What follows belongs to an exercise in optimizing a design on an open flow for small area; a production flow would make more cautious choices.
No run shown here included a check of the RTL's function; only the layout flow was run.
Power figures rest on the tool's default switching activity, not on a simulated workload.

==> flow/design.v (outline; a module is shown in full before it is edited, if it fits) <==
// module firFa: 10 lines
// module firHa: 9 lines
// module firHold: 9 lines
// module eegFirFilter: 1304 lines
module eegFirFilter (
    input logic clk,
    input logic reset,
    input logic [12:0] sampleIn,
    output logic [30:0] filterOut
);
  // ...
==> flow/flow/run.sh <==
#!/bin/bash
# Layout flow: the standard ORFS flow, with the port buffers made from the
# smallest buffer cell (every input and output port still gets its own buffer).
set -euo pipefail
bash standard.sh "BUFFER_PORTS_ARGS=-buffer_cell sky130_fd_sc_hd__buf_1" finish > standard_flow.log 2>&1
==> flow/standard.sh <==
#!/bin/bash
# synth_recipe.tcl (not shown) runs the flow's synth.tcl, then flattens the netlist and writes it again
# the make line also repeats each setting of config.mk as NAME=value (left out here)
make -C /OpenROAD-flow-scripts/flow DESIGN_CONFIG=/design/flow/config.mk WORK_HOME=/design/flow/orfs CLKGATE_MAP_FILE= SYNTH_SCRIPT=/design/flow/synth_recipe.tcl "${@:-finish}"
==> flow/config.mk <==
export PLATFORM = sky130hd
export DESIGN_NAME = eegFirFilter
export DESIGN_NICKNAME = eegFirFilter
export VERILOG_FILES = /design/flow/design.v
export SDC_FILE = /design/flow/constraint.sdc
export NUM_CORES = 4
export LEC_CHECK = 0
export ABC_AREA = 0
export CAP_MARGIN = 20
export CORE_MARGIN = 2
export CORE_UTILIZATION = 75
export CTS_BUF_LIST = sky130_fd_sc_hd__clkbuf_8
export CTS_CLUSTER_DIAMETER = 70
export CTS_CLUSTER_SIZE = 16
export PLACE_DENSITY = 0.85
export SLEW_MARGIN = 20
export SYNTH_HIERARCHICAL = 1
export SYNTH_MINIMUM_KEEP_SIZE = 0
==> flow/constraint.sdc <==
create_clock -name core_clock -period 6.0 [get_ports {clk}]
set_input_delay 1.2000 -clock core_clock [delete_from_list [all_inputs] [get_ports {clk}]]
set_output_delay 1.2000 -clock core_clock [all_outputs]
set_load 0.01 [all_outputs]
==> run summary, run 1 <==
- Outcome: no timing/DRC/antenna violations
- Antenna viol nets, final: 0
- Worst reg2reg path startpoint: w5[0]
- Pwr top: registers
- Crit path cell chain: ha_1 > fa_1 > fa_1 > fa_1 > fa_2 > fa_1 > fa_1 > fa_1 > fa_1 > fa_1 > fa_1 > inv_1 > fa_1
- Total of max-cap violations: 0
- Worst Path Buf+Inv: 1
- GR Overflow Total: 0
- Largest family of logic cells by synthesized area: adder cells
- Count of final max-slew check failures: 0
- Root Buffer Master: clkbuf_8
- Fin nets: between 1500 and 2000
- CP arrival: 6400 ps
- CTS Hold Bufs: 0
- Int Pwr: 2.95 mW
- Initial antenna violation count: 0
- Worst Tran Pin Value: 942 ps
- Seq cells post-synth: about 320
- RSZ-0062 raised after global routing: true
- Worst R2R Path Depth: 13
- Clk buf depth: 3
- Setup Fix Bufs, Post-CTS: 2
- Number of non-clock inverters: 162
- Maximum vdd drop: 219 uV
- # clk buffers: 24
- Largest class: multi-input gates
- Chip height: 153 um
- Initial DRC count: roughly 760
- Clk slew on worst S/H paths: 100 ps
- Total core area: between 20000 and 25000 um^2
- Final Instance Area: 17600 um^2
- Share of the synthesized area in the top cell type: between 40 and 50%
- Comb pwr: 857 uW
- Drt first pass iters: 6
- TritonCTS clock tree: done
- Async SR Flop Fraction: 0%
- Clock power frac: 24.9%
- Sequential share of the synthesized area: 38.3%
- Slowest cell on crit path: fa_2
- Tightest Hold Check Type: flip-flop to flip-flop
- Non-clock buffer share: 1.73%
- Crit end category: flip-flop
- Switching Fraction: 28.8%
- # setup viols final: 0
- Main area contributors after synthesis: fa_1, dfxtp_1, a22o_1
==> run 2: changes to the inputs <==
--- a/flow/design.v
+++ b/flow/design.v
@@ -121,25 +121,25 @@
     logic r2_18;
-    logic r2_19;
-    logic r2_20;
-    logic r2_21;
+    logic r3_19;
+    logic r3_20;
+    logic r3_21;
     logic r2_22;
     logic r2_23;
-    logic r3_24;
+    logic r2_24;
     logic r2_25;
     logic r3_26;
-    logic r2_27;
+    logic r3_27;
     logic r3_28;
-    logic r2_29;
-    logic r3_30;
-    logic r2_31;
-    logic r3_32;
-    logic r2_33;
-    logic r3_34;
-    logic r2_35;
-    logic r3_36;
-    logic r2_37;
+    logic r3_29;
+    logic r2_30;
+    logic r3_31;
+    logic r2_32;
+    logic r3_33;
+    logic r2_34;
+    logic r3_35;
+    logic r2_36;
+    logic r3_37;
     logic r2_38;
-    logic r2_39;
-    logic r3_40;
-    logic r2_41;
+    logic r3_39;
+    logic r2_40;
+    logic r3_41;
     logic r2_42;
@@ -148,7 +148,7 @@
     logic r2_45;
-    logic r3_46;
-    logic r2_47;
+    logic r2_46;
+    logic r3_47;
     logic r2_48;
-    logic r3_49;
-    logic r2_50;
+    logic r2_49;
+    logic r3_50;
     logic r2_51;
@@ -157,16 +157,16 @@
     logic r2_54;
-    logic r2_55;
+    logic r3_55;
     logic r2_56;
-    logic r3_57;
-    logic r2_58;
-    logic r2_59;
+    logic r2_57;
+    logic r3_58;
+    logic r3_59;
     logic r2_60;
-    logic r3_61;
+    logic r2_61;
     logic r3_62;
-    logic r2_63;
-    logic r2_64;
+    logic r3_63;
+    logic r3_64;
     logic r3_65;
-    logic r3_66;
+    logic r2_66;
     logic r3_67;
-    logic r2_68;
+    logic r3_68;
     logic r3_69;
@@ -190,2 +190,4 @@
     logic r3_87;
+    logic r3_88;
+    logic r3_89;
     always_ff @(posedge clk) begin
@@ -204,3 +206,5 @@
         d1[6] <= sampleIn[6];
+        d2[6] <= d1[6];
         d1[7] <= sampleIn[7];
+        d2[7] <= d1[7];
         d1[8] <= sampleIn[8];
@@ -220,4 +224,2 @@
     assign d2[5] = 1'b0;
-    assign d2[6] = 1'b0;
-    assign d2[7] = 1'b0;
     logic [2:0] shiftEn, holdEn;
@@ -233,4 +235,4 @@
     assign winIn[5] = d1[5];
-    assign winIn[6] = d1[6];
-    assign winIn[7] = d1[7];
+    assign winIn[6] = d2[6];
+    assign winIn[7] = d2[7];
     assign winIn[8] = d2[8];
@@ -252,6 +254,6 @@
     assign hEn[5] = holdEn[1];
-    assign sEn[6] = shiftEn[1];
-    assign hEn[6] = holdEn[1];
-    assign sEn[7] = shiftEn[1];
-    assign hEn[7] = holdEn[1];
+    assign sEn[6] = shiftEn[2];
+    assign hEn[6] = holdEn[2];
+    assign sEn[7] = shiftEn[2];
+    assign hEn[7] = holdEn[2];
     assign sEn[8] = shiftEn[2];
@@ -368,3 +370,3 @@
     wire n7s, n7c;
-    firFa u7 (.a(w0[6]), .b(w16[6]), .c(n6c), .s(n7s), .co(n7c));
+    firFa u7 (.a(w0[6]), .b(w16[6]), .c(r2_0), .s(n7s), .co(n7c));
     wire n8s, n8c;
@@ -372,3 +374,3 @@
     wire n9s, n9c;
-    firFa u9 (.a(w0[8]), .b(w16[8]), .c(r2_0), .s(n9s), .co(n9c));
+    firFa u9 (.a(w0[8]), .b(w16[8]), .c(n8c), .s(n9s), .co(n9c));
     wire n10s, n10c;
@@ -393,3 +395,3 @@
     wire n20s, n20c;
-    firFa u20 (.a(w1[6]), .b(w15[6]), .c(n19c), .s(n20s), .co(n20c));
+    firFa u20 (.a(w1[6]), .b(w15[6]), .c(r2_1), .s(n20s), .co(n20c));
     wire n21s, n21c;
@@ -397,3 +399,3 @@
     wire n22s, n22c;
-    firFa u22 (.a(w1[8]), .b(w15[8]), .c(r2_1), .s(n22s), .co(n22c));
+    firFa u22 (.a(w1[8]), .b(w15[8]), .c(n21c), .s(n22s), .co(n22c));
     wire n23s, n23c;
@@ -418,3 +420,3 @@
     wire n33s, n33c;
-    firFa u33 (.a(w2[6]), .b(w14[6]), .c(n32c), .s(n33s), .co(n33c));
+    firFa u33 (.a(w2[6]), .b(w14[6]), .c(r2_2), .s(n33s), .co(n33c));
     wire n34s, n34c;
@@ -422,3 +424,3 @@
     wire n35s, n35c;
-    firFa u35 (.a(w2[8]), .b(w14[8]), .c(r2_2), .s(n35s), .co(n35c));
+    firFa u35 (.a(w2[8]), .b(w14[8]), .c(n34c), .s(n35s), .co(n35c));
     wire n36s, n36c;
@@ -443,3 +445,3 @@
     wire n46s, n46c;
-    firFa u46 (.a(w3[6]), .b(w13[6]), .c(n45c), .s(n46s), .co(n46c));
+    firFa u46 (.a(w3[6]), .b(w13[6]), .c(r2_3), .s(n46s), .co(n46c));
     wire n47s, n47c;
@@ -447,3 +449,3 @@
     wire n48s, n48c;
-    firFa u48 (.a(w3[8]), .b(w13[8]), .c(r2_3), .s(n48s), .co(n48c));
+    firFa u48 (.a(w3[8]), .b(w13[8]), .c(n47c), .s(n48s), .co(n48c));
     wire n49s, n49c;
@@ -468,3 +470,3 @@
     wire n59s, n59c;
-    firFa u59 (.a(w4[6]), .b(w12[6]), .c(n58c), .s(n59s), .co(n59c));
+    firFa u59 (.a(w4[6]), .b(w12[6]), .c(r2_4), .s(n59s), .co(n59c));
     wire n60s, n60c;
@@ -472,3 +474,3 @@
     wire n61s, n61c;
-    firFa u61 (.a(w4[8]), .b(w12[8]), .c(r2_4), .s(n61s), .co(n61c));
+    firFa u61 (.a(w4[8]), .b(w12[8]), .c(n60c), .s(n61s), .co(n61c));
     wire n62s, n62c;
@@ -493,3 +495,3 @@
     wire n72s, n72c;
-    firFa u72 (.a(w5[6]), .b(w11[6]), .c(n71c), .s(n72s), .co(n72c));
+    firFa u72 (.a(w5[6]), .b(w11[6]), .c(r2_5), .s(n72s), .co(n72c));
     wire n73s, n73c;
@@ -497,3 +499,3 @@
     wire n74s, n74c;
-    firFa u74 (.a(w5[8]), .b(w11[8]), .c(r2_5), .s(n74s), .co(n74c));
+    firFa u74 (.a(w5[8]), .b(w11[8]), .c(n73c), .s(n74s), .co(n74c));
     wire n75s, n75c;
@@ -518,3 +520,3 @@
     wire n85s, n85c;
-    firFa u85 (.a(w6[6]), .b(w10[6]), .c(n84c), .s(n85s), .co(n85c));
+    firFa u85 (.a(w6[6]), .b(w10[6]), .c(r2_6), .s(n85s), .co(n85c));
     wire n86s, n86c;
@@ -522,3 +524,3 @@
     wire n87s, n87c;
-    firFa u87 (.a(w6[8]), .b(w10[8]), .c(r2_6), .s(n87s), .co(n87c));
+    firFa u87 (.a(w6[8]), .b(w10[8]), .c(n86c), .s(n87s), .co(n87c));
     wire n88s, n88c;
@@ -543,3 +545,3 @@
     wire n98s, n98c;
-    firFa u98 (.a(w7[6]), .b(w9[6]), .c(n97c), .s(n98s), .co(n98c));
+    firFa u98 (.a(w7[6]), .b(w9[6]), .c(r2_7), .s(n98s), .co(n98c));
     wire n99s, n99c;
@@ -547,3 +549,3 @@
     wire n100s, n100c;
-    firFa u100 (.a(w7[8]), .b(w9[8]), .c(r2_7), .s(n100s), .co(n100c));
+    firFa u100 (.a(w7[8]), .b(w9[8]), .c(n99c), .s(n100s), .co(n100c));
     wire n101s, n101c;
@@ -566,3 +568,3 @@
     wire n110s, n110c;
-    firFa u110 (.a(n72s), .b(n32s), .c(n109c), .s(n110s), .co(n110c));
+    firFa u110 (.a(n72s), .b(r2_8), .c(r2_9), .s(n110s), .co(n110c));
     wire n111s, n111c;
@@ -570,3 +572,3 @@
     wire n112s, n112c;
-    firFa u112 (.a(n74s), .b(r2_8), .c(r2_9), .s(n112s), .co(n112c));
+    firFa u112 (.a(n74s), .b(n34s), .c(n111c), .s(n112s), .co(n112c));
     wire n113s, n113c;
@@ -596,3 +598,3 @@
     wire n127s, n127c;
-    firFa u127 (.a(n46s), .b(n85s), .c(n126c), .s(n127s), .co(n127c));
+    firFa u127 (.a(n46s), .b(n85s), .c(r2_10), .s(n127s), .co(n127c));
     wire n128s, n128c;
@@ -600,3 +602,3 @@
     wire n129s, n129c;
-    firFa u129 (.a(n48s), .b(n87s), .c(r2_10), .s(n129s), .co(n129c));
+    firFa u129 (.a(n48s), .b(n87s), .c(n128c), .s(n129s), .co(n129c));
     wire n130s, n130c;
@@ -621,3 +623,3 @@
     wire n140s, n140c;
-    firFa u140 (.a(n127s), .b(n19s), .c(n139c), .s(n140s), .co(n140c));
+    firFa u140 (.a(n127s), .b(r2_11), .c(r2_12), .s(n140s), .co(n140c));
     wire n141s, n141c;
@@ -625,3 +627,3 @@
     wire n142s, n142c;
-    firFa u142 (.a(n129s), .b(r2_11), .c(r2_12), .s(n142s), .co(n142c));
+    firFa u142 (.a(n129s), .b(n21s), .c(n141c), .s(n142s), .co(n142c));
     wire n143s, n143c;
@@ -651,3 +653,3 @@
     wire n156s, n156c;
-    firFa u156 (.a(n59s), .b(n110s), .c(n155c), .s(n156s), .co(n156c));
+    firFa u156 (.a(n59s), .b(n110s), .c(r2_13), .s(n156s), .co(n156c));
     wire n157s, n157c;
@@ -655,3 +657,3 @@
     wire n158s, n158c;
-    firFa u158 (.a(n61s), .b(n112s), .c(r2_13), .s(n158s), .co(n158c));
+    firFa u158 (.a(n61s), .b(n112s), .c(n157c), .s(n158s), .co(n158c));
     wire n159s, n159c;
@@ -684,5 +686,5 @@
     firFa u178 (.a(n58s), .b(n177), .c(n176c), .s(n178s), .co(n178c));
-    wire n179 = ~w8[5];
+    wire n179 = ~r2_14;
     wire n180s, n180c;
-    firFa u180 (.a(n59s), .b(n179), .c(n178c), .s(n180s), .co(n180c));
+    firFa u180 (.a(n59s), .b(n179), .c(r2_15), .s(n180s), .co(n180c));
     wire n181 = ~w8[6];
@@ -690,5 +692,5 @@
     firFa u182 (.a(n60s), .b(n181), .c(n180c), .s(n182s), .co(n182c));
-    wire n183 = ~r2_14;
+    wire n183 = ~w8[7];
     wire n184s, n184c;
-    firFa u184 (.a(n61s), .b(n183), .c(r2_15), .s(n184s), .co(n184c));
+    firFa u184 (.a(n61s), .b(n183), .c(n182c), .s(n184s), .co(n184c));
     wire n185 = ~w8[8];
@@ -716,12 +718,12 @@
     firFa u200 (.a(n139s), .b(n199), .c(n198c), .s(n200s), .co(n200c));
-    wire n201 = ~n83s;
+    wire n201 = ~r2_16;
     wire n202s, n202c;
-    firFa u202 (.a(n140s), .b(n201), .c(n200c), .s(n202s), .co(n202c));
-    wire n203 = ~n84s;
+    firFa u202 (.a(n140s), .b(n201), .c(r2_17), .s(n202s), .co(n202c));
+    wire n203 = ~r2_18;
     wire n204s, n204c;
     firFa u204 (.a(n141s), .b(n203), .c(n202c), .s(n204s), .co(n204c));
-    wire n205 = ~r2_16;
+    wire n205 = ~n85s;
     wire n206s, n206c;
-    firFa u206 (.a(n142s), .b(n205), .c(r2_17), .s(n206s), .co(n206c));
-    wire n207 = ~r2_18;
+    firFa u206 (.a(n142s), .b(n205), .c(n204c), .s(n206s), .co(n206c));
+    wire n207 = ~n86s;
     wire n208s, n208c;
@@ -740,5 +742,5 @@
     firFa u216 (.a(n149s), .b(n215), .c(n214c), .s(n216s), .co(n216c));
-    wire n217 = ~n91c;
+    wire n217 = ~r3_20;
     wire n218s, n218c;
-    firFa u218 (.a(n149c), .b(n217), .c(n216c), .s(n218s), .co(n218c));
+    firFa u218 (.a(r3_19), .b(n217), .c(r3_21), .s(n218s), .co(n218c));
     wire n219 = n41s ^ n92s;
@@ -757,5 +759,5 @@
     firFa u228 (.a(n45s), .b(n227), .c(n226c), .s(n228s), .co(n228c));
-    wire n229 = ~n97s;
+    wire n229 = ~r2_22;
     wire n230s, n230c;
-    firFa u230 (.a(n46s), .b(n229), .c(n228c), .s(n230s), .co(n230c));
+    firFa u230 (.a(n46s), .b(n229), .c(r2_23), .s(n230s), .co(n230c));
     wire n231 = ~n98s;
@@ -763,5 +765,5 @@
     firFa u232 (.a(n47s), .b(n231), .c(n230c), .s(n232s), .co(n232c));
-    wire n233 = ~r2_19;
+    wire n233 = ~n99s;
     wire n234s, n234c;
-    firFa u234 (.a(n48s), .b(n233), .c(r2_20), .s(n234s), .co(n234c));
+    firFa u234 (.a(n48s), .b(n233), .c(n232c), .s(n234s), .co(n234c));
     wire n235 = ~n100s;
@@ -791,12 +793,12 @@
     firFa u252 (.a(n155s), .b(n251), .c(n250c), .s(n252s), .co(n252c));
-    wire n253 = ~n96s;
+    wire n253 = ~r2_24;
     wire n254s, n254c;
-    firFa u254 (.a(n156s), .b(n253), .c(n252c), .s(n254s), .co(n254c));
-    wire n255 = ~n97s;
+    firFa u254 (.a(n156s), .b(n253), .c(r2_25), .s(n254s), .co(n254c));
+    wire n255 = ~r2_22;
     wire n256s, n256c;
     firFa u256 (.a(n157s), .b(n255), .c(n254c), .s(n256s), .co(n256c));
-    wire n257 = ~r2_21;
+    wire n257 = ~n98s;
     wire n258s, n258c;
-    firFa u258 (.a(n158s), .b(n257), .c(r2_22), .s(n258s), .co(n258c));
-    wire n259 = ~r2_19;
+    firFa u258 (.a(n158s), .b(n257), .c(n256c), .s(n258s), .co(n258c));
+    wire n259 = ~n99s;
     wire n260s, n260c;
@@ -815,7 +817,7 @@
     firFa u268 (.a(n165), .b(n267), .c(n266c), .s(n268s), .co(n268c));
-    wire n269 = ~n104c;
+    wire n269 = ~r3_27;
     wire n270s, n270c;
-    firFa u270 (.a(n167), .b(n269), .c(n268c), .s(n270s), .co(n270c));
-    wire n271 = n168 ^ n270c;
-    wire n272 = n168 & ~n270c;
+    firFa u270 (.a(r3_26), .b(n269), .c(r3_28), .s(n270s), .co(n270c));
+    wire n271 = r3_29 ^ n270c;
+    wire n272 = r3_29 & ~n270c;
     wire n273 = ~n1s;
@@ -914,465 +916,462 @@
     firFa u331 (.a(n224s), .b(n193), .c(n319c), .s(n331s), .co(n331c));
-    wire n332s, n332c;
-    firFa u332 (.a(w8[6]), .b(n176s), .c(n321c), .s(n332s), .co(n332c));
+    wire n332 = ~n176s;
     wire n333s, n333c;
-    firFa u333 (.a(n329s), .b(n330s), .c(n7s), .s(n333s), .co(n333c));
-    wire n334 = ~n332s;
-    wire n335s, n335c;
-    firFa u335 (.a(n322c), .b(n331s), .c(n334), .s(n335s), .co(n335c));
-    wire n336 = ~n324c;
+    firFa u333 (.a(n332), .b(n329s), .c(n330s), .s(n333s), .co(n333c));
+    wire n334s, n334c;
+    firFa u334 (.a(n322c), .b(n331s), .c(n333s), .s(n334s), .co(n334c));
+    wire n335 = ~n334s;
+    wire n336s, n336c;
+    firFa u336 (.a(n321c), .b(n324c), .c(n335), .s(n336s), .co(n336c));
     wire n337s, n337c;
-    firFa u337 (.a(n333s), .b(n336), .c(n335s), .s(n337s), .co(n337c));
-    wire n338 = ~n202s;
+    firFa u337 (.a(n336s), .b(n325c), .c(n327c), .s(n337s), .co(n337c));
+    wire n338 = ~n7s;
     wire n339s, n339c;
-    firFa u339 (.a(n337s), .b(n338), .c(n254s), .s(n339s), .co(n339c));
-    wire n340 = ~n339s;
+    firFa u339 (.a(r2_42), .b(w8[6]), .c(n338), .s(n339s), .co(n339c));
+    wire n340 = ~n254s;
     wire n341s, n341c;
-    firFa u341 (.a(n325c), .b(n327c), .c(n340), .s(n341s), .co(n341c));
-    wire n342 = ~w8[7];
+    firFa u341 (.a(n339s), .b(n202s), .c(n340), .s(n341s), .co(n341c));
+    wire n342s, n342c;
+    firFa u342 (.a(n53s), .b(n40s), .c(n328c), .s(n342s), .co(n342c));
     wire n343s, n343c;
-    firFa u343 (.a(n342), .b(n53s), .c(n40s), .s(n343s), .co(n343c));
+    firFa u343 (.a(n342s), .b(n245), .c(n6s), .s(n343s), .co(n343c));
     wire n344s, n344c;
-    firFa u344 (.a(n343s), .b(n328c), .c(n245), .s(n344s), .co(n344c));
+    firFa u344 (.a(n32s), .b(n329c), .c(n108s), .s(n344s), .co(n344c));
     wire n345s, n345c;
-    firFa u345 (.a(n6s), .b(n32s), .c(n329c), .s(n345s), .co(n345c));
+    firFa u345 (.a(n226s), .b(n330c), .c(n331c), .s(n345s), .co(n345c));
     wire n346s, n346c;
-    firFa u346 (.a(n108s), .b(n226s), .c(n330c), .s(n346s), .co(n346c));
+    firFa u346 (.a(n343s), .b(n344s), .c(n333c), .s(n346s), .co(n346c));
     wire n347s, n347c;
-    firFa u347 (.a(n344s), .b(n331c), .c(n345s), .s(n347s), .co(n347c));
-    wire n348 = ~n346s;
+    firFa u347 (.a(n196s), .b(n345s), .c(n334c), .s(n347s), .co(n347c));
+    wire n348 = ~n178s;
     wire n349s, n349c;
-    firFa u349 (.a(n178s), .b(n348), .c(n332c), .s(n349s), .co(n349c));
-    wire n350s, n350c;
-    firFa u350 (.a(n196s), .b(n8s), .c(n333c), .s(n350s), .co(n350c));
-    wire n351 = ~n349s;
+    firFa u349 (.a(n348), .b(n346s), .c(n347s), .s(n349s), .co(n349c));
+    wire n350 = ~r2_45;
+    wire n351s, n351c;
+    firFa u351 (.a(r2_44), .b(n350), .c(r2_46), .s(n351s), .co(n351c));
     wire n352s, n352c;
-    firFa u352 (.a(n347s), .b(n351), .c(n335c), .s(n352s), .co(n352c));
+    firFa u352 (.a(w8[7]), .b(n351s), .c(n339c), .s(n352s), .co(n352c));
     wire n353s, n353c;
-    firFa u353 (.a(n350s), .b(n337c), .c(n352s), .s(n353s), .co(n353c));
-    wire n354s, n354c;
-    firFa u354 (.a(n353s), .b(n256s), .c(n339c), .s(n354s), .co(n354c));
-    wire n355 = ~r2_38;
+    firFa u353 (.a(n352s), .b(n204s), .c(n341c), .s(n353s), .co(n353c));
+    wire n354 = ~n353s;
+    wire n355s, n355c;
+    firFa u355 (.a(n8s), .b(n256s), .c(n354), .s(n355s), .co(n355c));
     wire n356s, n356c;
-    firFa u356 (.a(r2_37), .b(n355), .c(r2_39), .s(n356s), .co(n356c));
+    firHa u356 (.a(n169), .b(n219), .s(n356s), .co(n356c));
     wire n357s, n357c;
-    firHa u357 (.a(n343c), .b(n169), .s(n357s), .co(n357c));
+    firFa u357 (.a(n356s), .b(n342c), .c(n343c), .s(n357s), .co(n357c));
     wire n358s, n358c;
-    firFa u358 (.a(n219), .b(n357s), .c(n344c), .s(n358s), .co(n358c));
+    firFa u358 (.a(n109s), .b(n228s), .c(n344c), .s(n358s), .co(n358c));
     wire n359s, n359c;
-    firFa u359 (.a(n7s), .b(n33s), .c(n345c), .s(n359s), .co(n359c));
+    firFa u359 (.a(n248s), .b(n345c), .c(n357s), .s(n359s), .co(n359c));
     wire n360s, n360c;
-    firFa u360 (.a(n109s), .b(n228s), .c(n346c), .s(n360s), .co(n360c));
+    firFa u360 (.a(n358s), .b(n346c), .c(n198s), .s(n360s), .co(n360c));
     wire n361s, n361c;
-    firFa u361 (.a(n248s), .b(n358s), .c(n347c), .s(n361s), .co(n361c));
-    wire n362s, n362c;
-    firFa u362 (.a(n359s), .b(n360s), .c(n198s), .s(n362s), .co(n362c));
+    firFa u361 (.a(n359s), .b(n347c), .c(n360s), .s(n361s), .co(n361c));
+    wire n362 = ~w8[8];
     wire n363s, n363c;
-    firFa u363 (.a(n350c), .b(n361s), .c(n362s), .s(n363s), .co(n363c));
-    wire n364 = ~n352c;
-    wire n365s, n365c;
-    firFa u365 (.a(n180s), .b(n349c), .c(n364), .s(n365s), .co(n365c));
-    wire n366 = ~n365s;
-    wire n367s, n367c;
-    firFa u367 (.a(n363s), .b(n353c), .c(n366), .s(n367s), .co(n367c));
-    wire n368 = ~w8[8];
+    firFa u363 (.a(r2_48), .b(r2_49), .c(n362), .s(n363s), .co(n363c));
+    wire n364s, n364c;
+    firFa u364 (.a(n7s), .b(n33s), .c(n363s), .s(n364s), .co(n364c));
+    wire n365 = ~n364s;
+    wire n366s, n366c;
+    firFa u366 (.a(n351c), .b(n180s), .c(n365), .s(n366s), .co(n366c));
+    wire n367 = ~n9s;
+    wire n368s, n368c;
+    firFa u368 (.a(n367), .b(n352c), .c(n366s), .s(n368s), .co(n368c));
     wire n369s, n369c;
-    firFa u369 (.a(r2_41), .b(r2_42), .c(n368), .s(n369s), .co(n369c));
-    wire n370 = ~n356c;
+    firFa u369 (.a(n368s), .b(n206s), .c(n353c), .s(n369s), .co(n369c));
+    wire n370 = ~n369s;
     wire n371s, n371c;
-    firFa u371 (.a(n9s), .b(n370), .c(n369s), .s(n371s), .co(n371c));
-    wire n372 = ~n206s;
+    firFa u371 (.a(n258s), .b(n370), .c(n355c), .s(n371s), .co(n371c));
+    wire n372s, n372c;
+    firFa u372 (.a(n356c), .b(n172s), .c(n222s), .s(n372s), .co(n372c));
     wire n373s, n373c;
-    firFa u373 (.a(n371s), .b(n372), .c(n258s), .s(n373s), .co(n373c));
+    firFa u373 (.a(n372s), .b(n357c), .c(n358c), .s(n373s), .co(n373c));
     wire n374s, n374c;
-    firFa u374 (.a(n357c), .b(n172s), .c(n222s), .s(n374s), .co(n374c));
+    firFa u374 (.a(n250s), .b(n359c), .c(n373s), .s(n374s), .co(n374c));
     wire n375s, n375c;
-    firFa u375 (.a(n374s), .b(n358c), .c(n8s), .s(n375s), .co(n375c));
-    wire n376s, n376c;
-    firFa u376 (.a(n34s), .b(n359c), .c(n110s), .s(n376s), .co(n376c));
+    firFa u375 (.a(n200s), .b(n360c), .c(n374s), .s(n375s), .co(n375c));
+    wire n376 = ~w8[9];
     wire n377s, n377c;
-    firFa u377 (.a(n230s), .b(n360c), .c(n250s), .s(n377s), .co(n377c));
+    firFa u377 (.a(r2_51), .b(r2_52), .c(n376), .s(n377s), .co(n377c));
     wire n378s, n378c;
-    firFa u378 (.a(n375s), .b(n361c), .c(n376s), .s(n378s), .co(n378c));
+    firFa u378 (.a(n363c), .b(n377s), .c(n8s), .s(n378s), .co(n378c));
     wire n379s, n379c;
-    firFa u379 (.a(n200s), .b(n362c), .c(n377s), .s(n379s), .co(n379c));
+    firFa u379 (.a(n34s), .b(n110s), .c(n230s), .s(n379s), .co(n379c));
     wire n380s, n380c;
-    firFa u380 (.a(n378s), .b(n363c), .c(n379s), .s(n380s), .co(n380c));
-    wire n381 = ~n380s;
+    firFa u380 (.a(n364c), .b(n378s), .c(n379s), .s(n380s), .co(n380c));
+    wire n381 = ~n10s;
     wire n382s, n382c;
-    firFa u382 (.a(n182s), .b(n365c), .c(n381), .s(n382s), .co(n382c));
-    wire n383 = ~r2_44;
+    firFa u382 (.a(n182s), .b(n366c), .c(n381), .s(n382s), .co(n382c));
+    wire n383 = ~n380s;
     wire n384s, n384c;
-    firFa u384 (.a(n383), .b(r2_45), .c(w8[9]), .s(n384s), .co(n384c));
+    firFa u384 (.a(n383), .b(n368c), .c(n382s), .s(n384s), .co(n384c));
     wire n385s, n385c;
-    firFa u385 (.a(n369c), .b(n10s), .c(n371c), .s(n385s), .co(n385c));
-    wire n386s, n386c;
-    firFa u386 (.a(n385s), .b(n260s), .c(n373c), .s(n386s), .co(n386c));
-    wire n387 = ~n386s;
+    firFa u385 (.a(n384s), .b(n208s), .c(n369c), .s(n385s), .co(n385c));
+    wire n386 = ~n385s;
+    wire n387s, n387c;
+    firFa u387 (.a(n260s), .b(n386), .c(n371c), .s(n387s), .co(n387c));
     wire n388s, n388c;
-    firFa u388 (.a(n384s), .b(n208s), .c(n387), .s(n388s), .co(n388c));
+    firFa u388 (.a(n174s), .b(n224s), .c(n372c), .s(n388s), .co(n388c));
     wire n389s, n389c;
-    firFa u389 (.a(n174s), .b(n224s), .c(n374c), .s(n389s), .co(n389c));
+    firFa u389 (.a(n388s), .b(n373c), .c(n252s), .s(n389s), .co(n389c));
     wire n390s, n390c;
-    firFa u390 (.a(n389s), .b(n375c), .c(n111s), .s(n390s), .co(n390c));
-    wire n391s, n391c;
-    firFa u391 (.a(n232s), .b(n376c), .c(n252s), .s(n391s), .co(n391c));
+    firFa u390 (.a(n374c), .b(n389s), .c(n375c), .s(n390s), .co(n390c));
+    wire n391 = ~w8[10];
     wire n392s, n392c;
-    firFa u392 (.a(n377c), .b(n378c), .c(n390s), .s(n392s), .co(n392c));
+    firFa u392 (.a(r2_54), .b(n391), .c(n377c), .s(n392s), .co(n392c));
     wire n393s, n393c;
-    firFa u393 (.a(n202s), .b(n379c), .c(n391s), .s(n393s), .co(n393c));
+    firFa u393 (.a(n392s), .b(n9s), .c(n35s), .s(n393s), .co(n393c));
     wire n394s, n394c;
-    firFa u394 (.a(n392s), .b(n380c), .c(n393s), .s(n394s), .co(n394c));
-    wire n395 = ~r2_47;
-    wire n396s, n396c;
-    firFa u396 (.a(n395), .b(r2_48), .c(w8[10]), .s(n396s), .co(n396c));
-    wire n397 = ~n384c;
+    firFa u394 (.a(n378c), .b(n111s), .c(n232s), .s(n394s), .co(n394c));
+    wire n395s, n395c;
+    firFa u395 (.a(n379c), .b(n393s), .c(n380c), .s(n395s), .co(n395c));
+    wire n396 = ~n184s;
+    wire n397s, n397c;
+    firFa u397 (.a(n396), .b(n394s), .c(n202s), .s(n397s), .co(n397c));
     wire n398s, n398c;
-    firFa u398 (.a(n9s), .b(n35s), .c(n397), .s(n398s), .co(n398c));
+    firFa u398 (.a(n11s), .b(n395s), .c(n397s), .s(n398s), .co(n398c));
     wire n399 = ~n398s;
     wire n400s, n400c;
-    firFa u400 (.a(n396s), .b(n184s), .c(n399), .s(n400s), .co(n400c));
-    wire n401 = ~n400s;
-    wire n402s, n402c;
-    firFa u402 (.a(n11s), .b(n385c), .c(n401), .s(n402s), .co(n402c));
+    firFa u400 (.a(n382c), .b(n384c), .c(n399), .s(n400s), .co(n400c));
+    wire n401s, n401c;
+    firFa u401 (.a(n400s), .b(n210s), .c(n385c), .s(n401s), .co(n401c));
+    wire n402 = ~n401s;
     wire n403s, n403c;
-    firFa u403 (.a(n402s), .b(n262s), .c(n386c), .s(n403s), .co(n403c));
-    wire n404 = ~n403s;
+    firFa u403 (.a(n262s), .b(n402), .c(n387c), .s(n403s), .co(n403c));
+    wire n404s, n404c;
+    firHa u404 (.a(n176s), .b(n226s), .s(n404s), .co(n404c));
     wire n405s, n405c;
-    firFa u405 (.a(n210s), .b(n404), .c(n388c), .s(n405s), .co(n405c));
+    firFa u405 (.a(n388c), .b(n404s), .c(n389c), .s(n405s), .co(n405c));
     wire n406s, n406c;
-    firHa u406 (.a(n176s), .b(n226s), .s(n406s), .co(n406c));
+    firFa u406 (.a(r2_56), .b(r2_57), .c(w8[11]), .s(n406s), .co(n406c));
     wire n407s, n407c;
-    firFa u407 (.a(n389c), .b(n406s), .c(n390c), .s(n407s), .co(n407c));
+    firFa u407 (.a(n406s), .b(n392c), .c(n10s), .s(n407s), .co(n407c));
     wire n408s, n408c;
-    firFa u408 (.a(n254s), .b(n391c), .c(n392c), .s(n408s), .co(n408c));
+    firFa u408 (.a(n36s), .b(n393c), .c(n112s), .s(n408s), .co(n408c));
     wire n409s, n409c;
-    firFa u409 (.a(n407s), .b(n204s), .c(n393c), .s(n409s), .co(n409c));
+    firFa u409 (.a(n234s), .b(n394c), .c(n254s), .s(n409s), .co(n409c));
     wire n410s, n410c;
-    firFa u410 (.a(r2_50), .b(r2_51), .c(r2_52), .s(n410s), .co(n410c));
-    wire n411 = ~n396c;
+    firFa u410 (.a(n407s), .b(n395c), .c(n408s), .s(n410s), .co(n410c));
+    wire n411s, n411c;
+    firFa u411 (.a(n204s), .b(n397c), .c(n409s), .s(n411s), .co(n411c));
     wire n412s, n412c;
-    firFa u412 (.a(w8[11]), .b(n410s), .c(n411), .s(n412s), .co(n412c));
+    firFa u412 (.a(n410s), .b(n398c), .c(n411s), .s(n412s), .co(n412c));
     wire n413s, n413c;
-    firFa u413 (.a(n10s), .b(n36s), .c(n112s), .s(n413s), .co(n413c));
+    firFa u413 (.a(n186s), .b(n13s), .c(n400c), .s(n413s), .co(n413c));
     wire n414s, n414c;
-    firFa u414 (.a(n234s), .b(n398c), .c(n412s), .s(n414s), .co(n414c));
-    wire n415 = ~n186s;
-    wire n416s, n416c;
-    firFa u416 (.a(n415), .b(n413s), .c(n414s), .s(n416s), .co(n416c));
-    wire n417 = ~n416s;
+    firFa u414 (.a(n413s), .b(n401c), .c(n212s), .s(n414s), .co(n414c));
+    wire n415s, n415c;
+    firFa u415 (.a(n412s), .b(n264s), .c(n403c), .s(n415s), .co(n415c));
+    wire n416 = r3_58 ^ r3_59;
+    wire n417 = r3_58 & ~r3_59;
     wire n418s, n418c;
-    firFa u418 (.a(n400c), .b(n13s), .c(n417), .s(n418s), .co(n418c));
+    firFa u418 (.a(n404c), .b(n178s), .c(n228s), .s(n418s), .co(n418c));
     wire n419s, n419c;
-    firFa u419 (.a(n402c), .b(n403c), .c(n264s), .s(n419s), .co(n419c));
+    firFa u419 (.a(r2_60), .b(r2_61), .c(n406c), .s(n419s), .co(n419c));
     wire n420s, n420c;
-    firFa u420 (.a(n418s), .b(n212s), .c(n405c), .s(n420s), .co(n420c));
-    wire n421 = n420s ^ n419s;
-    wire n422 = n420s & ~n419s;
+    firFa u420 (.a(n419s), .b(n11s), .c(n37s), .s(n420s), .co(n420c));
+    wire n421s, n421c;
+    firFa u421 (.a(n407c), .b(n113s), .c(n236s), .s(n421s), .co(n421c));
+    wire n422s, n422c;
+    firFa u422 (.a(n408c), .b(n256s), .c(n409c), .s(n422s), .co(n422c));
     wire n423s, n423c;
-    firFa u423 (.a(n406c), .b(n178s), .c(n228s), .s(n423s), .co(n423c));
+    firFa u423 (.a(n420s), .b(n410c), .c(n421s), .s(n423s), .co(n423c));
     wire n424s, n424c;
-    firFa u424 (.a(n423s), .b(n407c), .c(n256s), .s(n424s), .co(n424c));
+    firFa u424 (.a(n206s), .b(n411c), .c(n422s), .s(n424s), .co(n424c));
     wire n425s, n425c;
-    firFa u425 (.a(r2_54), .b(r2_55), .c(r2_56), .s(n425s), .co(n425c));
+    firFa u425 (.a(n423s), .b(n412c), .c(n424s), .s(n425s), .co(n425c));
     wire n426s, n426c;
-    firFa u426 (.a(n410c), .b(n425s), .c(n412c), .s(n426s), .co(n426c));
+    firFa u426 (.a(n13c), .b(n188s), .c(n413c), .s(n426s), .co(n426c));
     wire n427s, n427c;
-    firFa u427 (.a(n11s), .b(n37s), .c(n113s), .s(n427s), .co(n427c));
+    firFa u427 (.a(n426s), .b(n414c), .c(n266s), .s(n427s), .co(n427c));
     wire n428s, n428c;
-    firFa u428 (.a(n236s), .b(n413c), .c(n414c), .s(n428s), .co(n428c));
-    wire n429s, n429c;
-    firFa u429 (.a(n426s), .b(n427s), .c(n206s), .s(n429s), .co(n429c));
-    wire n430 = ~n416c;
+    firFa u428 (.a(r3_62), .b(r3_63), .c(r3_64), .s(n428s), .co(n428c));
+    wire n429 = ~n428s;
+    wire n430s, n430c;
+    firFa u430 (.a(r3_65), .b(n417), .c(n429), .s(n430s), .co(n430c));
     wire n431s, n431c;
-    firFa u431 (.a(n13c), .b(n188s), .c(n430), .s(n431s), .co(n431c));
-    wire n432 = ~n418c;
+    firHa u431 (.a(r2_66), .b(n419c), .s(n431s), .co(n431c));
+    wire n432s, n432c;
+    firFa u432 (.a(n180s), .b(n230s), .c(n431s), .s(n432s), .co(n432c));
     wire n433s, n433c;
-    firFa u433 (.a(n428s), .b(n429s), .c(n432), .s(n433s), .co(n433c));
+    firFa u433 (.a(n432s), .b(n420c), .c(n114s), .s(n433s), .co(n433c));
     wire n434s, n434c;
-    firFa u434 (.a(n433s), .b(n419c), .c(n214s), .s(n434s), .co(n434c));
-    wire n435s, n435c;
-    firFa u435 (.a(n431s), .b(n266s), .c(n420c), .s(n435s), .co(n435c));
-    wire n436 = ~n434s;
+    firFa u434 (.a(n238s), .b(n421c), .c(n258s), .s(n434s), .co(n434c));
+    wire n435 = ~n422c;
+    wire n436s, n436c;
+    firFa u436 (.a(n13s), .b(n39s), .c(n435), .s(n436s), .co(n436c));
     wire n437s, n437c;
-    firFa u437 (.a(n436), .b(n422), .c(n435s), .s(n437s), .co(n437c));
+    firFa u437 (.a(n423c), .b(n433s), .c(n190s), .s(n437s), .co(n437c));
     wire n438s, n438c;
-    firHa u438 (.a(n180s), .b(n230s), .s(n438s), .co(n438c));
+    firFa u438 (.a(n208s), .b(n424c), .c(n434s), .s(n438s), .co(n438c));
     wire n439s, n439c;
-    firFa u439 (.a(r2_58), .b(r2_59), .c(r2_60), .s(n439s), .co(n439c));
-    wire n440s, n440c;
-    firFa u440 (.a(n425c), .b(n439s), .c(n426c), .s(n440s), .co(n440c));
+    firFa u439 (.a(n437s), .b(n425c), .c(n438s), .s(n439s), .co(n439c));
+    wire n440 = ~n439s;
     wire n441s, n441c;
-    firFa u441 (.a(n114s), .b(n238s), .c(n427c), .s(n441s), .co(n441c));
+    firFa u441 (.a(n436s), .b(n440), .c(n426c), .s(n441s), .co(n441c));
     wire n442s, n442c;
-    firFa u442 (.a(n428c), .b(n440s), .c(n258s), .s(n442s), .co(n442c));
-    wire n443s, n443c;
-    firFa u443 (.a(n441s), .b(n190s), .c(n208s), .s(n443s), .co(n443c));
+    firFa u442 (.a(r3_67), .b(r3_68), .c(r3_69), .s(n442s), .co(n442c));
+    wire n443 = ~n442s;
     wire n444s, n444c;
-    firFa u444 (.a(n13s), .b(n39s), .c(n431c), .s(n444s), .co(n444c));
-    wire n445s, n445c;
-    firFa u445 (.a(n429c), .b(n442s), .c(n443s), .s(n445s), .co(n445c));
-    wire n446 = ~n444s;
+    firFa u444 (.a(r3_70), .b(n428c), .c(n443), .s(n444s), .co(n444c));
+    wire n445 = n430c ^ n444s;
+    wire n446 = n430c & ~n444s;
     wire n447s, n447c;
-    firFa u447 (.a(n446), .b(n433c), .c(n445s), .s(n447s), .co(n447c));
+    firHa u447 (.a(n431c), .b(n182s), .s(n447s), .co(n447c));
     wire n448s, n448c;
-    firFa u448 (.a(n447s), .b(n216s), .c(n434c), .s(n448s), .co(n448c));
+    firFa u448 (.a(n232s), .b(n432c), .c(n447s), .s(n448s), .co(n448c));
     wire n449 = ~n448s;
     wire n450s, n450c;
-    firFa u450 (.a(n268s), .b(n435c), .c(n449), .s(n450s), .co(n450c));
+    firFa u450 (.a(n449), .b(n13c), .c(n39c), .s(n450s), .co(n450c));
     wire n451s, n451c;
-    firHa u451 (.a(r3_61), .b(r3_62), .s(n451s), .co(n451c));
+    firFa u451 (.a(n433c), .b(n260s), .c(n434c), .s(n451s), .co(n451c));
     wire n452s, n452c;
-    firHa u452 (.a(n438c), .b(n182s), .s(n452s), .co(n452c));
+    firFa u452 (.a(n450s), .b(n240s), .c(n436c), .s(n452s), .co(n452c));
     wire n453s, n453c;
-    firFa u453 (.a(r2_63), .b(r2_64), .c(n439c), .s(n453s), .co(n453c));
-    wire n454 = ~n453s;
+    firFa u453 (.a(n116s), .b(n192s), .c(n437c), .s(n453s), .co(n453c));
+    wire n454s, n454c;
+    firFa u454 (.a(n210s), .b(n438c), .c(n451s), .s(n454s), .co(n454c));
     wire n455s, n455c;
-    firFa u455 (.a(n454), .b(n13c), .c(n39c), .s(n455s), .co(n455c));
-    wire n456s, n456c;
-    firFa u456 (.a(n440c), .b(n441c), .c(n260s), .s(n456s), .co(n456c));
-    wire n457 = ~n442c;
+    firFa u455 (.a(n453s), .b(n439c), .c(n454s), .s(n455s), .co(n455c));
+    wire n456 = ~n455s;
+    wire n457s, n457c;
+    firFa u457 (.a(n452s), .b(n456), .c(n441c), .s(n457s), .co(n457c));
     wire n458s, n458c;
-    firFa u458 (.a(n455s), .b(n240s), .c(n457), .s(n458s), .co(n458c));
-    wire n459s, n459c;
-    firFa u459 (.a(n116s), .b(n192s), .c(n210s), .s(n459s), .co(n459c));
-    wire n460 = ~n444c;
-    wire n461s, n461c;
-    firFa u461 (.a(n443c), .b(n456s), .c(n460), .s(n461s), .co(n461c));
-    wire n462s, n462c;
-    firFa u462 (.a(n445c), .b(n459s), .c(n461s), .s(n462s), .co(n462c));
-    wire n463 = ~n458s;
+    firFa u458 (.a(r3_71), .b(n442c), .c(n270s), .s(n458s), .co(n458c));
+    wire n459 = ~n458s;
+    wire n460s, n460c;
+    firFa u460 (.a(n218s), .b(n444c), .c(n459), .s(n460s), .co(n460c));
+    wire n461 = n446 ^ n460s;
+    wire n462 = n446 & ~n460s;
+    wire n463s, n463c;
+    firHa u463 (.a(n447c), .b(n184s), .s(n463s), .co(n463c));
     wire n464s, n464c;
-    firFa u464 (.a(n463), .b(n447c), .c(n462s), .s(n464s), .co(n464c));
+    firFa u464 (.a(n234s), .b(n448c), .c(n463s), .s(n464s), .co(n464c));
     wire n465s, n465c;
-    firFa u465 (.a(n464s), .b(n218s), .c(n448c), .s(n465s), .co(n465c));
-    wire n466 = ~r3_66;
+    firFa u465 (.a(n464s), .b(n192c), .c(n262s), .s(n465s), .co(n465c));
+    wire n466s, n466c;
+    firFa u466 (.a(n450c), .b(n242s), .c(n452c), .s(n466s), .co(n466c));
     wire n467s, n467c;
-    firFa u467 (.a(r3_65), .b(n466), .c(r3_67), .s(n467s), .co(n467c));
-    wire n468s, n468c;
-    firHa u468 (.a(n451c), .b(n467s), .s(n468s), .co(n468c));
+    firFa u467 (.a(n451c), .b(n453c), .c(n454c), .s(n467s), .co(n467c));
+    wire n468 = ~n465s;
     wire n469s, n469c;
-    firHa u469 (.a(r2_68), .b(n453c), .s(n469s), .co(n469c));
+    firFa u469 (.a(n118s), .b(n468), .c(n466s), .s(n469s), .co(n469c));
     wire n470s, n470c;
-    firFa u470 (.a(n184s), .b(n234s), .c(n469s), .s(n470s), .co(n470c));
-    wire n471s, n471c;
-    firFa u471 (.a(n470s), .b(n192c), .c(n262s), .s(n471s), .co(n471c));
+    firFa u470 (.a(n212s), .b(n455c), .c(n467s), .s(n470s), .co(n470c));
+    wire n471 = ~r3_73;
     wire n472s, n472c;
-    firFa u472 (.a(n455c), .b(n242s), .c(n458c), .s(n472s), .co(n472c));
-    wire n473s, n473c;
-    firFa u473 (.a(n456c), .b(n459c), .c(n471s), .s(n473s), .co(n473c));
-    wire n474 = ~n212s;
-    wire n475s, n475c;
-    firFa u475 (.a(n118s), .b(n472s), .c(n474), .s(n475s), .co(n475c));
+    firFa u472 (.a(r3_72), .b(n471), .c(r3_74), .s(n472s), .co(n472c));
+    wire n473 = ~n218c;
+    wire n474s, n474c;
+    firFa u474 (.a(n473), .b(n472s), .c(n271), .s(n474s), .co(n474c));
+    wire n475 = ~n460c;
     wire n476s, n476c;
-    firFa u476 (.a(n461c), .b(n473s), .c(n462c), .s(n476s), .co(n476c));
-    wire n477 = ~n475s;
+    firFa u476 (.a(n458c), .b(n474s), .c(n475), .s(n476s), .co(n476c));
+    wire n477s, n477c;
+    firHa u477 (.a(n462), .b(n476s), .s(n477s), .co(n477c));
     wire n478s, n478c;
-    firFa u478 (.a(n477), .b(n464c), .c(n476s), .s(n478s), .co(n478c));
-    wire n479 = ~r3_71;
+    firHa u478 (.a(n463c), .b(n186s), .s(n478s), .co(n478c));
+    wire n479s, n479c;
+    firFa u479 (.a(n236s), .b(n464c), .c(n478s), .s(n479s), .co(n479c));
     wire n480s, n480c;
-    firFa u480 (.a(r3_69), .b(r3_70), .c(n479), .s(n480s), .co(n480c));
-    wire n481 = ~n467c;
+    firFa u480 (.a(n479s), .b(n119), .c(n465c), .s(n480s), .co(n480c));
+    wire n481 = ~n264s;
     wire n482s, n482c;
-    firFa u482 (.a(r3_72), .b(n481), .c(n480s), .s(n482s), .co(n482c));
-    wire n483 = n468c ^ n482s;
-    wire n484 = n468c & ~n482s;
-    wire n485s, n485c;
-    firHa u485 (.a(n469c), .b(n186s), .s(n485s), .co(n485c));
+    firFa u482 (.a(n243), .b(n466c), .c(n481), .s(n482s), .co(n482c));
+    wire n483s, n483c;
+    firFa u483 (.a(n469c), .b(n214s), .c(n482s), .s(n483s), .co(n483c));
+    wire n484s, n484c;
+    firFa u484 (.a(r3_75), .b(r3_76), .c(r3_77), .s(n484s), .co(n484c));
+    wire n485 = ~n484s;
     wire n486s, n486c;
-    firFa u486 (.a(n236s), .b(n470c), .c(n485s), .s(n486s), .co(n486c));
-    wire n487s, n487c;
-    firFa u487 (.a(n486s), .b(n119), .c(n471c), .s(n487s), .co(n487c));
-    wire n488 = ~n264s;
+    firFa u486 (.a(r3_78), .b(n485), .c(n472c), .s(n486s), .co(n486c));
+    wire n487 = ~n272;
+    wire n488s, n488c;
+    firFa u488 (.a(n487), .b(n486s), .c(n474c), .s(n488s), .co(n488c));
     wire n489s, n489c;
-    firFa u489 (.a(n243), .b(n472c), .c(n488), .s(n489s), .co(n489c));
+    firFa u489 (.a(n488s), .b(n476c), .c(n477c), .s(n489s), .co(n489c));
     wire n490s, n490c;
-    firFa u490 (.a(n475c), .b(n214s), .c(n489s), .s(n490s), .co(n490c));
+    firHa u490 (.a(n478c), .b(n188s), .s(n490s), .co(n490c));
     wire n491s, n491c;
-    firFa u491 (.a(n473c), .b(n487s), .c(n476c), .s(n491s), .co(n491c));
-    wire n492s, n492c;
-    firFa u492 (.a(n478c), .b(n491s), .c(n272), .s(n492s), .co(n492c));
-    wire n493 = ~r3_73;
-    wire n494s, n494c;
-    firFa u494 (.a(n493), .b(r3_74), .c(n480c), .s(n494s), .co(n494c));
-    wire n495 = ~n484;
+    firFa u491 (.a(n238s), .b(n479c), .c(n490s), .s(n491s), .co(n491c));
+    wire n492 = ~n120;
+    wire n493s, n493c;
+    firFa u493 (.a(n491s), .b(n244), .c(n492), .s(n493s), .co(n493c));
+    wire n494 = ~n482c;
+    wire n495s, n495c;
+    firFa u495 (.a(n480c), .b(n493s), .c(n494), .s(n495s), .co(n495c));
     wire n496s, n496c;
-    firFa u496 (.a(n494s), .b(n482c), .c(n495), .s(n496s), .co(n496c));
-    wire n497s, n497c;
-    firHa u497 (.a(n485c), .b(n188s), .s(n497s), .co(n497c));
+    firFa u496 (.a(r3_79), .b(r3_70), .c(r3_80), .s(n496s), .co(n496c));
+    wire n497 = ~n496s;
     wire n498s, n498c;
-    firFa u498 (.a(n238s), .b(n486c), .c(n497s), .s(n498s), .co(n498c));
-    wire n499 = ~n120;
+    firFa u498 (.a(r3_81), .b(n484c), .c(n497), .s(n498s), .co(n498c));
+    wire n499 = ~n498s;
     wire n500s, n500c;
-    firFa u500 (.a(n498s), .b(n244), .c(n499), .s(n500s), .co(n500c));
-    wire n501 = ~n489c;
-    wire n502s, n502c;
-    firFa u502 (.a(n487c), .b(n500s), .c(n501), .s(n502s), .co(n502c));
-    wire n503s, n503c;
-    firFa u503 (.a(n266s), .b(n216s), .c(n490c), .s(n503s), .co(n503c));
-    wire n504 = ~n503s;
+    firFa u500 (.a(n486c), .b(n499), .c(n488c), .s(n500s), .co(n500c));
+    wire n501s, n501c;
+    firHa u501 (.a(n500s), .b(n489c), .s(n501s), .co(n501c));
+    wire n502 = n190s ^ n240s;
+    wire n503 = n190s | n240s;
+    wire n504s, n504c;
+    firFa u504 (.a(n490c), .b(n491c), .c(n502), .s(n504s), .co(n504c));
     wire n505s, n505c;
-    firFa u505 (.a(n502s), .b(n491c), .c(n504), .s(n505s), .co(n505c));
+    firFa u505 (.a(r3_82), .b(r3_83), .c(r3_84), .s(n505s), .co(n505c));
     wire n506s, n506c;
-    firFa u506 (.a(r3_75), .b(r3_76), .c(n494c), .s(n506s), .co(n506c));
-    wire n507 = n506s ^ n496c;
-    wire n508 = n506s | n496c;
-    wire n509 = n190s ^ n240s;
-    wire n510 = n190s | n240s;
+    firFa u506 (.a(r3_68), .b(n496c), .c(n218s), .s(n506s), .co(n506c));
+    wire n507 = ~n506s;
+    wire n508s, n508c;
+    firFa u508 (.a(n505s), .b(n498c), .c(n507), .s(n508s), .co(n508c));
+    wire n509 = ~n508s;
+    wire n510s, n510c;
+    firFa u510 (.a(n509), .b(n500c), .c(n501c), .s(n510s), .co(n510c));
     wire n511s, n511c;
-    firFa u511 (.a(n497c), .b(n498c), .c(n509), .s(n511s), .co(n511c));
+    firFa u511 (.a(n503), .b(n192s), .c(n242s), .s(n511s), .co(n511c));
     wire n512s, n512c;
-    firFa u512 (.a(n511s), .b(n500c), .c(n502c), .s(n512s), .co(n512c));
-    wire n513s, n513c;
-    firFa u513 (.a(n268s), .b(n218s), .c(n503c), .s(n513s), .co(n513c));
-    wire n514 = ~r3_78;
-    wire n515s, n515c;
-    firFa u515 (.a(r3_77), .b(n514), .c(r3_79), .s(n515s), .co(n515c));
+    firFa u512 (.a(r3_85), .b(n218c), .c(n270s), .s(n512s), .co(n512c));
+    wire n513 = ~n506c;
+    wire n514s, n514c;
+    firFa u514 (.a(r3_86), .b(n505c), .c(n513), .s(n514s), .co(n514c));
+    wire n515 = ~n512s;
     wire n516s, n516c;
-    firFa u516 (.a(n515s), .b(n506c), .c(n508), .s(n516s), .co(n516c));
-    wire n517s, n517c;
-    firFa u517 (.a(n510), .b(n192s), .c(n242s), .s(n517s), .co(n517c));
-    wire n518s, n518c;
-    firFa u518 (.a(n517s), .b(n218c), .c(n270s), .s(n518s), .co(n518c));
-    wire n519 = ~r3_82;
+    firFa u516 (.a(n515), .b(n508c), .c(n514s), .s(n516s), .co(n516c));
+    wire n517 = n510c ^ n516s;
+    wire n518 = n510c & ~n516s;
+    wire n519s, n519c;
+    firFa u519 (.a(n192c), .b(n243), .c(n511c), .s(n519s), .co(n519c));
     wire n520s, n520c;
-    firFa u520 (.a(r3_80), .b(r3_81), .c(n519), .s(n520s), .co(n520c));
-    wire n521 = ~r3_83;
+    firFa u520 (.a(r3_87), .b(n271), .c(n512c), .s(n520s), .co(n520c));
+    wire n521 = ~n520s;
     wire n522s, n522c;
-    firFa u522 (.a(n521), .b(n515c), .c(n520s), .s(n522s), .co(n522c));
-    wire n523 = n522s ^ n516c;
-    wire n524 = n522s | n516c;
-    wire n525s, n525c;
-    firFa u525 (.a(n192c), .b(n243), .c(n517c), .s(n525s), .co(n525c));
+    firFa u522 (.a(n521), .b(n514c), .c(n516c), .s(n522s), .co(n522c));
+    wire n523 = n518 ^ n522s;
+    wire n524 = n518 & ~n522s;
+    wire n525 = ~r3_89;
     wire n526s, n526c;
-    firFa u526 (.a(r3_84), .b(r3_71), .c(r3_85), .s(n526s), .co(n526c));
-    wire n527 = ~n526s;
+    firFa u526 (.a(r3_88), .b(n525), .c(n272), .s(n526s), .co(n526c));
+    wire n527 = ~n520c;
     wire n528s, n528c;
-    firFa u528 (.a(n527), .b(n520c), .c(n522c), .s(n528s), .co(n528c));
-    wire n529 = n528s ^ n524;
-    wire n530 = n528s | n524;
-    wire n531 = ~n525c;
+    firFa u528 (.a(n526s), .b(n527), .c(n522c), .s(n528s), .co(n528c));
+    wire n529 = n524 ^ n528s;
+    wire n530 = n524 & ~n528s;
+    wire n531 = ~n530;
     wire n532s, n532c;
-    firFa u532 (.a(n244), .b(n531), .c(n272), .s(n532s), .co(n532c));
-    wire n533 = ~n526c;
-    wire n534s, n534c;
-    firFa u534 (.a(r3_86), .b(n533), .c(n528c), .s(n534s), .co(n534c));
-    wire n535 = n534s ^ n530;
-    wire n536 = n534s | n530;
-    wire n537s, n537c;
-    firFa u537 (.a(r3_87), .b(n534c), .c(n536), .s(n537s), .co(n537c));
+    firFa u532 (.a(n526c), .b(n528c), .c(n531), .s(n532s), .co(n532c));
     always_ff @(posedge clk) begin
-        r2_0 <= n8c;
-        r2_1 <= n21c;
-        r2_2 <= n34c;
-        r2_3 <= n47c;
-        r2_4 <= n60c;
-        r2_5 <= n73c;
-        r2_6 <= n86c;
-        r2_7 <= n99c;
-        r2_8 <= n34s;
-        r2_9 <= n111c;
-        r2_10 <= n128c;
-        r2_11 <= n21s;
-        r2_12 <= n141c;
-        r2_13 <= n157c;
-        r2_14 <= w8[7];
-        r2_15 <= n182c;
-        r2_16 <= n85s;
-        r2_17 <= n204c;
-        r2_18 <= n86s;
-        r2_19 <= n99s;
-        r2_20 <= n232c;
-        r2_21 <= n98s;
-        r2_22 <= n256c;
-        r2_23 <= n275;
-        r3_24 <= r2_23;
-        r2_25 <= n281s;
-        r3_26 <= r2_25;
-        r2_27 <= n289;
-        r3_28 <= r2_27;
-        r2_29 <= n301s;
-        r3_30 <= r2_29;
-        r2_31 <= n314s;
-        r3_32 <= r2_31;
-        r2_33 <= n327s;
-        r3_34 <= r2_33;
-        r2_35 <= n341s;
-        r3_36 <= r2_35;
-        r2_37 <= n204s;
-        r2_38 <= n354s;
-        r2_39 <= n341c;
-        r3_40 <= n356s;
-        r2_41 <= n367s;
-        r2_42 <= n354c;
-        r3_43 <= n373s;
-        r2_44 <= n367c;
-        r2_45 <= n382s;
-        r3_46 <= n388s;
-        r2_47 <= n394s;
-        r2_48 <= n382c;
-        r3_49 <= n405s;
-        r2_50 <= n408s;
-        r2_51 <= n394c;
-        r2_52 <= n409s;
-        r3_53 <= n421;
-        r2_54 <= n408c;
-        r2_55 <= n409c;
-        r2_56 <= n424s;
-        r3_57 <= n437s;
-        r2_58 <= n423c;
-        r2_59 <= n438s;
-        r2_60 <= n424c;
-        r3_61 <= n437c;
-        r3_62 <= n450s;
-        r2_63 <= n232s;
-        r2_64 <= n452s;
-        r3_65 <= n270s;
-        r3_66 <= n465s;
-        r3_67 <= n450c;
-        r2_68 <= n452c;
-        r3_69 <= n218c;
-        r3_70 <= n478s;
-        r3_71 <= n271;
-        r3_72 <= n465c;
-        r3_73 <= n490s;
-        r3_74 <= n492s;
-        r3_75 <= n492c;
-        r3_76 <= n505s;
-        r3_77 <= n512s;
-        r3_78 <= n513s;
-        r3_79 <= n505c;
-        r3_80 <= n511c;
-        r3_81 <= n512c;
-        r3_82 <= n513c;
-        r3_83 <= n518s;
-        r3_84 <= n525s;
-        r3_85 <= n518c;
-        r3_86 <= n532s;
-        r3_87 <= n532c;
+        r2_0 <= n6c;
+        r2_1 <= n19c;
+        r2_2 <= n32c;
+        r2_3 <= n45c;
+        r2_4 <= n58c;
+        r2_5 <= n71c;
+        r2_6 <= n84c;
+        r2_7 <= n97c;
+        r2_8 <= n32s;
+        r2_9 <= n109c;
+        r2_10 <= n126c;
+        r2_11 <= n19s;
+        r2_12 <= n139c;
+        r2_13 <= n155c;
+        r2_14 <= w8[5];
+        r2_15 <= n178c;
+        r2_16 <= n83s;
+        r2_17 <= n200c;
+        r2_18 <= n84s;
+        r3_19 <= n149c;
+        r3_20 <= n91c;
+        r3_21 <= n216c;
+        r2_22 <= n97s;
+        r2_23 <= n228c;
+        r2_24 <= n96s;
+        r2_25 <= n252c;
+        r3_26 <= n167;
+        r3_27 <= n104c;
+        r3_28 <= n268c;
+        r3_29 <= n168;
+        r2_30 <= n275;
+        r3_31 <= r2_30;
+        r2_32 <= n281s;
+        r3_33 <= r2_32;
+        r2_34 <= n289;
+        r3_35 <= r2_34;
+        r2_36 <= n301s;
+        r3_37 <= r2_36;
+        r2_38 <= n314s;
+        r3_39 <= r2_38;
+        r2_40 <= n327s;
+        r3_41 <= r2_40;
+        r2_42 <= n337s;
+        r3_43 <= n341s;
+        r2_44 <= n336c;
+        r2_45 <= n349s;
+        r2_46 <= n337c;
+        r3_47 <= n355s;
+        r2_48 <= n349c;
+        r2_49 <= n361s;
+        r3_50 <= n371s;
+        r2_51 <= n361c;
+        r2_52 <= n375s;
+        r3_53 <= n387s;
+        r2_54 <= n390s;
+        r3_55 <= n403s;
+        r2_56 <= n405s;
+        r2_57 <= n390c;
+        r3_58 <= n414s;
+        r3_59 <= n415s;
+        r2_60 <= n418s;
+        r2_61 <= n405c;
+        r3_62 <= n425s;
+        r3_63 <= n214s;
+        r3_64 <= n415c;
+        r3_65 <= n427s;
+        r2_66 <= n418c;
+        r3_67 <= n441s;
+        r3_68 <= n268s;
+        r3_69 <= n427c;
+        r3_70 <= n216s;
+        r3_71 <= n457s;
+        r3_72 <= n469s;
+        r3_73 <= n470s;
+        r3_74 <= n457c;
+        r3_75 <= n467c;
+        r3_76 <= n480s;
+        r3_77 <= n470c;
+        r3_78 <= n483s;
+        r3_79 <= n266s;
+        r3_80 <= n483c;
+        r3_81 <= n495s;
+        r3_82 <= n504s;
+        r3_83 <= n493c;
+        r3_84 <= n495c;
+        r3_85 <= n511s;
+        r3_86 <= n504c;
+        r3_87 <= n519s;
+        r3_88 <= n244;
+        r3_89 <= n519c;
     end
     logic [23:0] sum;
-    assign sum[0] = ~r3_24;
-    assign sum[1] = r3_26;
-    assign sum[2] = ~r3_28;
-    assign sum[3] = r3_30;
-    assign sum[4] = r3_32;
-    assign sum[5] = r3_34;
-    assign sum[6] = r3_36;
-    assign sum[7] = r3_40;
-    assign sum[8] = ~r3_43;
-    assign sum[9] = r3_46;
-    assign sum[10] = r3_49;
-    assign sum[11] = ~r3_53;
-    assign sum[12] = r3_57;
-    assign sum[13] = n451s;
-    assign sum[14] = n468s;
-    assign sum[15] = ~n483;
-    assign sum[16] = ~n496s;
-    assign sum[17] = n507;
-    assign sum[18] = ~n516s;
-    assign sum[19] = n523;
-    assign sum[20] = n529;
-    assign sum[21] = n535;
-    assign sum[22] = ~n537s;
-    assign sum[23] = n537c;
+    assign sum[0] = ~r3_31;
+    assign sum[1] = r3_33;
+    assign sum[2] = ~r3_35;
+    assign sum[3] = r3_37;
+    assign sum[4] = r3_39;
+    assign sum[5] = r3_41;
+    assign sum[6] = r3_43;
+    assign sum[7] = ~r3_47;
+    assign sum[8] = ~r3_50;
+    assign sum[9] = ~r3_53;
+    assign sum[10] = ~r3_55;
+    assign sum[11] = ~n416;
+    assign sum[12] = n430s;
+    assign sum[13] = ~n445;
+    assign sum[14] = ~n461;
+    assign sum[15] = n477s;
+    assign sum[16] = n489s;
+    assign sum[17] = n501s;
+    assign sum[18] = n510s;
+    assign sum[19] = ~n517;
+    assign sum[20] = ~n523;
+    assign sum[21] = ~n529;
+    assign sum[22] = ~n532s;
+    assign sum[23] = n532c;
     assign filterOut = {v4, outCount == 5'd17, {6{sum[23]}}, sum[22:0]};
==> run summary, run 2 <==
- Outcome: complete, but fails checks
- Violated checks: negative setup slack
- Post-Synth XOR/XNOR Area: 0.106%
- Initial DRC count: 774 (+2.2%)
- Total of max-cap violations: 0 (unchanged)
- Count of final max-slew check failures: 0 (unchanged)
- Hold Crit Start: d1[10]
- GPL Wtd Cong: 0.901
- Met2 GRT Util: 46.4%
- Antenna viol nets, final: 0 (unchanged)
- Drt first pass iters: 5 (-1)
- Seq cells post-synth: 321 (+1.3%)
- Worst reg2reg path startpoint: w11[6]
- Clock power frac: 24.2% (-0.7 points)
- Total core area: 21800 um^2 (unchanged)
- Pwr Density: around 250 nW/um^2
- Crit path setup slack, layout: -163 ps
- Synth area leader: fa_1
- Clk slew on worst S/H paths: 100 ps (about the same)
- Worst Tran Pin Value: 776 ps (-166 ps)
- Async SR Flop Fraction: 0% (unchanged)
- Chip height: 153 um (about the same)
- Tightest Hold Check Type: flip-flop to flip-flop
- GRT Util Overall: 30.6%
- # setup viols final: 7 (+7)
- Crit end category: output pin
- Crit path required time: between 4000 and 5000 ps
- Total clock sinks: 321
- Main area contributors after synthesis: fa_1, dfxtp_1, a22o_1
- Synth Area in Simple Gates: 0.604%
- YS warnings: 13
- Post-Syn Instances: 1111
- Int Pwr: 3.10 mW (+4.9%)
- Place WS: -78.0 ps
- RSZ-0062 raised after global routing: true
- Final Instance Area: 17800 um^2 (+1.0%)
- GR Overflow Total: 0 (unchanged)
- Syn Area/Cell: approximately 15 um^2
- Max Fclk: 162 MHz
- Switching Fraction: 29.1% (+0.32 points)
- Comb pwr share: a little under a quarter
- Commonest non-fill, non-tap cell in the layout: dfxtp_1
- Die outline width: approximately 150 um
- Fin nets: 1587 (-0.50%)
- Utilization after layout: 81.6%
- Root Buffer Master: clkbuf_8
- Sequential share of the synthesized area: 38.8% (+0.47 points)
- Initial antenna violation count: 0 (unchanged)
- Critical Path Start: r3_27
- Crit path cell chain: inv_2 > fa_2 > fa_1 > inv_2 > fa_2 > inv_2 > fa_1 > ha_2 > fa_2 > ha_4 > fa_2 > ha_4 > ha_4 > ha_4 > inv_2 > fa_2 > inv_2 > buf_6
- Port bufs: 45
- CTS Hold Bufs: 0 (unchanged)
- Share of the synthesized area in the top cell type: 42.0% (about the same)
- NetSw: 1.27 mW
- Hold depth: 0
- Final setup TNS: -289 ps
- Cell variety after synth: 19
- Slowest cell on crit path: fa_1
- Post-synth EDFFs: 0
- Worst R2R Path Depth: 12 (-1)
- Clk buf depth: 3 (unchanged)
- Pin count of the biggest net entering global routing: 54
- Initial Util: around 76%
- Synth Area in Adders: 45.4%
- Max-slew headroom: 48.3%
- Maximum vdd drop: 237 uV (+8.2%)
- Mux share of post-synthesis cell area: 0%
- Largest family of logic cells by synthesized area: adder cells
- TritonCTS clock tree: done
- Hold endpoint: d2[10]
- CP arrival: 4960 ps (-1440 ps)
-- run 2: critical path, delay by kind of cell, from the launching register on --
kind	cells	cell delay (ps)
buffers and inverters	6	350
DFF	1	330
adders and majority gates	12	3700
-- run 2: power by group through the flow --
| stage | Clock [mW] | Combinational, mW | Sequential [mW] |
|---|---|---|---|
| final | 1.06 | 1.05 | 2.27 |
| after global routing | 1.15 | 1.19 | 2.28 |
| after CTS | 1.08 | 1.05 | 2.27 |
| after detailed placement | 0 | 0.912 | 2.32 |
| after global placement | 0 | 0.856 | 2.31 |
| after floorplan | 0 | 0.782 | 2.31 |
-- run 2: cell type report --
type                            instances  area (um^2)  area share (%)
Clock buffer                           25          344            1.94
Clock inverter                          4         40.0           0.225
Inverter                              152          571            3.21
Multi-Input combinational cell        620         9630            54.2
Sequential cell                       321         6440            36.2
Tap cell                              280          350            1.97
Timing Repair Buffer                   61          392            2.21
-- run 2: worst max path at each step --
stage               slack, ps       endpoint  cells after the start
finish                   -160  filterOut[22]                     18
detailed placement        -80          r3_71                     12
global route             -280  filterOut[22]                     18
global placement          100          r3_71                     12
CTS                      -170  filterOut[22]                     18
floorplan                 300          r3_71                     12
-- run 2: logic make-up (layout without fill, tap and decap cells) --
| kind of cell | after synthesis | in the layout |
|---|---|---|
| buffers and inverters | 170 | 242 |
| xor gates and xnor gates | 2 | 2 |
| and+or+nand+nor | 18 | 18 |
| DFF | 321 | 321 |
| adders and majority gates | 392 | 392 |
| AOI/OAI and AO/OA | 208 | 208 |
-- run 2: timing repair --
item	in CTS	in global routing
pin swaps	9	13
buffers inserted	3	3
gates resized for setup	50	25
endpoints found under the setup margin	11	11
endpoints found under the hold margin	0	0
gates cloned	0	0
-- run 2: layer usage --
metal,part of all wire [%],vias to the layer above,wire length (um)
met3,9.6,75,3290
met1,42,4784,14300
li1,-,3803,-
met2,46,424,15900
met5,0,-,0
met4,2.4,0,834
-- run 2: modules after synthesis, one instance, submodules excluded --
module	cell area [um^2]	times used	flops+latches	cells
firHa	12.5	23	0	1
firFa	20.0	347	0	1
firHold	8.76	204	0	1
eegFirFilter	7550	1	321	537

-- static timing again, ports no longer ideal --
The results above use ideal ports. As a check the final layouts listed here were re-extracted and re-timed, cells and wires unchanged. Step 1 sets driving cells, clkbuf_16 on the clock port and buf_2 on the other inputs (assumed; they add their load-dependent delay and slew). Step 2 times the ports against the registers' clock, not the clock port: input delays grow and output delays shrink by t, the midpoint of the rising clock arrivals with the driver on. Slacks: no drivers / after step 1 / after step 2; pairs: no drivers / after step 1.
run | t, ns | setup slack, ns | worst data-port slew with drivers (ns) | cell pins on the clock port's net
run 1 | 0.615 | 0.056 / 0.056 / 0.056 | 0.05 | 1
run 2 | 0.620 | -0.163 / -0.206 / 0.056 | 0.04 | 1
